Source: an optimization exercise on an open RTL-to-GDS flow (aim: small area, a short achievable clock period and few clock cycles per item). Production flows keep margins and buffers that such runs may drop.
Function was checked by simulation only, so behaviour that the tests miss may differ from the original.
Power is estimated from default activity; no workload was simulated.

== the baseline ==
Design m31_ext_mix16, start of the top module:
module m31_ext_mix16 #(
  parameter int T     = 16,
  parameter int TAG_W = 8
) (
  input  logic               clk,
  input  logic               rst_n,
  input  logic               in_valid,
  output logic               in_ready,
  input  logic [T*31-1:0]    in_state,
  input  logic [TAG_W-1:0]   in_tag,
  output logic               out_valid,
  input  logic               out_ready,
  output logic [T*31-1:0]    out_state,
  output logic [TAG_W-1:0]   out_tag
);
For scale: roughly 4700 cells after synthesis, ~1000 I/O pins, roughly 0.051 sq mm of cells after synthesis.
export LEC_CHECK = 0
export CAP_MARGIN = 20
export CORE_MARGIN = 2
export CORE_UTILIZATION = 55
export CTS_BUF_LIST = sky130_fd_sc_hd__clkbuf_8 sky130_fd_sc_hd__clkbuf_16
export CTS_CLUSTER_DIAMETER = 80
export CTS_CLUSTER_SIZE = 24
export SLEW_MARGIN = 20
create_clock -name core_clock -period 23.0 [get_ports {clk}]
standard.sh (not shown) runs the stock make flow with config.mk's settings and CLKGATE_MAP_FILE= SYNTH_SCRIPT=/design/flow/synth_recipe.tcl, a recipe that flattens the netlist after the stock synthesis.
==> flow/flow/run.sh <==
#!/bin/bash
# Own layout flow: the standard ORFS flow with a few changes, chosen by the
# files beside this script:
#   env.sh      extra environment settings for ORFS (sourced first)
#   abc.script  if present, the ABC script used in place of ORFS's abc_speed.script
#               (the rest of the synthesis is the standard synthesis, unchanged)
set -euo pipefail
W=$(pwd)
F=$W/flow
if [[ -f $F/env.sh ]]; then
  source "$F/env.sh"
fi
if [[ -f $F/abc.script ]]; then
  sed "/source \$::env(SCRIPTS_DIR)\/synth_preamble.tcl/a set abc_args [lreplace \$abc_args 1 1 $F/abc.script]" \
    "$FLOW_HOME/scripts/synth.tcl" > "$W/synth_mod.tcl"
  sed "s|source \$::env(SCRIPTS_DIR)/synth.tcl|source $W/synth_mod.tcl|" \
    "$W/synth_recipe.tcl" > "$W/my_synth.tcl"
  sed "s|SYNTH_SCRIPT=[^ ]*|SYNTH_SCRIPT=$W/my_synth.tcl|" "$W/standard.sh" > "$W/my_standard.sh"
else
  cp "$W/standard.sh" "$W/my_standard.sh"
fi
bash "$W/my_standard.sh" > "$W/flow_make.log" 2>&1
==> flow/flow/env.sh <==
# IO port buffers: the smallest buffer instead of ORFS's default pick
export BUFFER_PORTS_ARGS="-buffer_cell sky130_fd_sc_hd__buf_1"
# repair_timing after CTS and global routing aims for a 9.5 ns period
export SETUP_SLACK_MARGIN=13.5
# keep out_ready and in_ready (joined by one gate) next to each other on the edge
export PRE_IO_PLACEMENT_TCL=$F/io.tcl
==> flow/flow/io.tcl <==
set_io_pin_constraint -group -order -pin_names {out_ready in_ready}
Testbench counts of the baseline, summed over its fixed seeds: cycles 4,808, items 4,800.
### the baseline -> the candidate
- clearing CTS_CLUSTER_SIZE, which used to be 24
- clearing CTS_BUF_LIST, which used to be sky130_fd_sc_hd__clkbuf_8 sky130_fd_sc_hd__clkbuf_16
- swapping 55 for 68 in CORE_UTILIZATION
- clearing CTS_CLUSTER_DIAMETER, which used to be 80
==> flow/flow/env.sh <==
# IO port buffers: the smallest buffer instead of ORFS's default pick
export BUFFER_PORTS_ARGS="-buffer_cell sky130_fd_sc_hd__buf_1"
# repair_timing after CTS and global routing aims for a 9.2 ns period
export SETUP_SLACK_MARGIN=13.8
# keep out_ready and in_ready (joined by one gate) next to each other on the edge
export PRE_IO_PLACEMENT_TCL=$F/io.tcl
==> comparison <==
Compared with the baseline, in the candidate floorplan row count now sits lower; cell count after synthesis shows no meaningful change. Summary: with the baseline as the reference, horizontal die dimension in the candidate moved down by a little under 10%. From the baseline to the candidate the numbers moved as follows: overall die height moved down; starting utilization of the core area moved up. The candidate did not run to completion, as it errored out during I/O pin placement. From the candidate to the baseline, async set-or-reset flop fraction in the synthesized netlist did not move at all. Reported for the candidate and the baseline, fraction of the mapped netlist area in adder cells turned out identical to the last digit.

---

Starting RTL as in the previous note.
==> flow/config.mk <==
export PLATFORM = sky130hd
export DESIGN_NAME = m31_ext_mix16
export DESIGN_NICKNAME = m31_ext_mix16
export VERILOG_FILES = /design/flow/design.v
export SDC_FILE = /design/flow/constraint.sdc
export NUM_CORES = 4
export LEC_CHECK = 0
export CAP_MARGIN = 20
export CORE_MARGIN = 2
export CORE_UTILIZATION = 55
export CTS_BUF_LIST = sky130_fd_sc_hd__clkbuf_8 sky130_fd_sc_hd__clkbuf_16
export CTS_CLUSTER_DIAMETER = 80
export CTS_CLUSTER_SIZE = 24
export SLEW_MARGIN = 20
==> flow/constraint.sdc <==
create_clock -name core_clock -period 23.0 [get_ports {clk}]
set_input_delay 4.6000 -clock core_clock [delete_from_list [all_inputs] [get_ports {clk}]]
set_output_delay 4.6000 -clock core_clock [all_outputs]
set_load 0.01 [all_outputs]
==> flow/flow/env.sh <==
# IO port buffers: the smallest buffer instead of ORFS's default pick
export BUFFER_PORTS_ARGS="-buffer_cell sky130_fd_sc_hd__buf_1"
# repair_timing after CTS and global routing aims for a 9.7 ns period
export SETUP_SLACK_MARGIN=13.3
# keep out_ready and in_ready (joined by one gate) next to each other on the edge
export PRE_IO_PLACEMENT_TCL=$F/io.tcl
Scripts as last shown in full above: flow/flow/run.sh, flow/flow/io.tcl
Testbench counts at the start, summed over its fixed seeds: cycles 4,808, items 4,800.
Next try:
--- a/flow/flow/env.sh
+++ b/flow/flow/env.sh
@@ -3,2 +3,2 @@
-# repair_timing after CTS and global routing aims for a 9.7 ns period
-export SETUP_SLACK_MARGIN=13.3
+# repair_timing after CTS and global routing aims for a 9.5 ns period
+export SETUP_SLACK_MARGIN=13.5
CTS_BUF_LIST = sky130_fd_sc_hd__clkbuf_4 sky130_fd_sc_hd__clkbuf_8   (was sky130_fd_sc_hd__clkbuf_8 sky130_fd_sc_hd__clkbuf_16)
CTS_CLUSTER_DIAMETER = default   (was 80)
CTS_CLUSTER_SIZE = default   (was 24)
After rerunning: The changed run completed with no timing, DRC or antenna violations. Design area rises by about 2%. Die area stays the same. Via count climbs by about 1.3%. Critical path depth does not change. Cell count increases by 2.2%.

---

== run a ==
m31_ext_mix16 again, from the RTL that the note above started with.
==> flow/config.mk <==
export PLATFORM = sky130hd
export DESIGN_NAME = m31_ext_mix16
export DESIGN_NICKNAME = m31_ext_mix16
export VERILOG_FILES = /design/flow/design.v
export SDC_FILE = /design/flow/constraint.sdc
export NUM_CORES = 4
export LEC_CHECK = 0
export CAP_MARGIN = 20
export CORE_MARGIN = 2
export CORE_UTILIZATION = 55
export SLEW_MARGIN = 20
==> flow/constraint.sdc <==
create_clock -name core_clock -period 23.0 [get_ports {clk}]
set_input_delay 4.6000 -clock core_clock [delete_from_list [all_inputs] [get_ports {clk}]]
set_output_delay 4.6000 -clock core_clock [all_outputs]
set_load 0.01 [all_outputs]
==> flow/flow/env.sh <==
# IO port buffers: the smallest buffer instead of ORFS's default pick
export BUFFER_PORTS_ARGS="-buffer_cell sky130_fd_sc_hd__buf_1"
# repair_timing after CTS and global routing aims for a 9.5 ns period
export SETUP_SLACK_MARGIN=13.5
# keep out_ready and in_ready (joined by one gate) next to each other on the edge
export PRE_IO_PLACEMENT_TCL=$F/io.tcl
Scripts as last shown in full above: flow/flow/run.sh, flow/flow/io.tcl
Testbench counts of run a, summed over its fixed seeds: cycles 4,808, items 4,800.
> inputs changed (run a -> run b)
# run a
export LEC_CHECK = 0
export CAP_MARGIN = 20
export CORE_MARGIN = 2
export CORE_UTILIZATION = 55
export SLEW_MARGIN = 20
create_clock -name core_clock -period 23.0 [get_ports {clk}]
# run b
export LEC_CHECK = 0
export CAP_MARGIN = 20
export CORE_MARGIN = 2
export CORE_UTILIZATION = 58
export CTS_BUF_LIST = sky130_fd_sc_hd__clkbuf_8 sky130_fd_sc_hd__clkbuf_16
export CTS_CLUSTER_DIAMETER = 80
export CTS_CLUSTER_SIZE = 24
export SLEW_MARGIN = 20
create_clock -name core_clock -period 23.0 [get_ports {clk}]
Notes after the runs:
Relative to run a, estimated wirelength of the detail-placed design has gone down in run b.
Run a ended up with s_q[65]$_SDFFCE_PP0N_ as its launching instance or port of the critical path; run b ended up with out_ready.
Run a -> run b: post-synthesis simple-gate area fraction delta 0, exact match
Compared with run a, instance count after placement with tap cells included in run b decreased slightly.
Row total number of tap cells: run b lower / run a higher
| buffer count excluding the clock tree in the final layout | run b vs run a | 4 lower |
As of run b, post-route cell area had fallen slightly compared to run a.
Total power: run b below run a
Delta(wire length of the first global-routing pass, run b - run a) < 0
Across both runs, signal arrival time at the worst endpoint was lower for run b than for run a.

[static timing again, ports no longer ideal]
The flow's constraints put no driver on any port. The routed layouts listed below were extracted and timed again, unchanged, in two steps. Step 1 assumes that a clkbuf_16 drives the clock port and a buf_2 every other input. Step 2 times the ports against the registers' clock, not the clock port: input delays grow and output delays shrink by t, the midpoint of the rising clock arrivals with the driver on. Three values: ideal ports, drivers, drivers and shift; two values: the first two.
run	t (ns)	setup slack, ns	worst setup path at the end	cell pins on the clock port's net
the baseline	0.726	13.436 / 13.385 / 13.385	input to output	1
the first run of note 2	0.729	13.332 / 13.254 / 13.306	input to output	1
the second run of note 2	0.876	13.440 / 13.397 / 13.397	input to output	1
run a	0.728	13.424 / 13.341 / 13.401	input to output	1
run b	0.708	13.453 / 13.410 / 13.410	input to output	1
After both steps every run listed still meets setup and hold. For the baseline, which loses most, drivers alone change the setup slack by -0.051 ns; drivers and shift together by -0.051 ns.
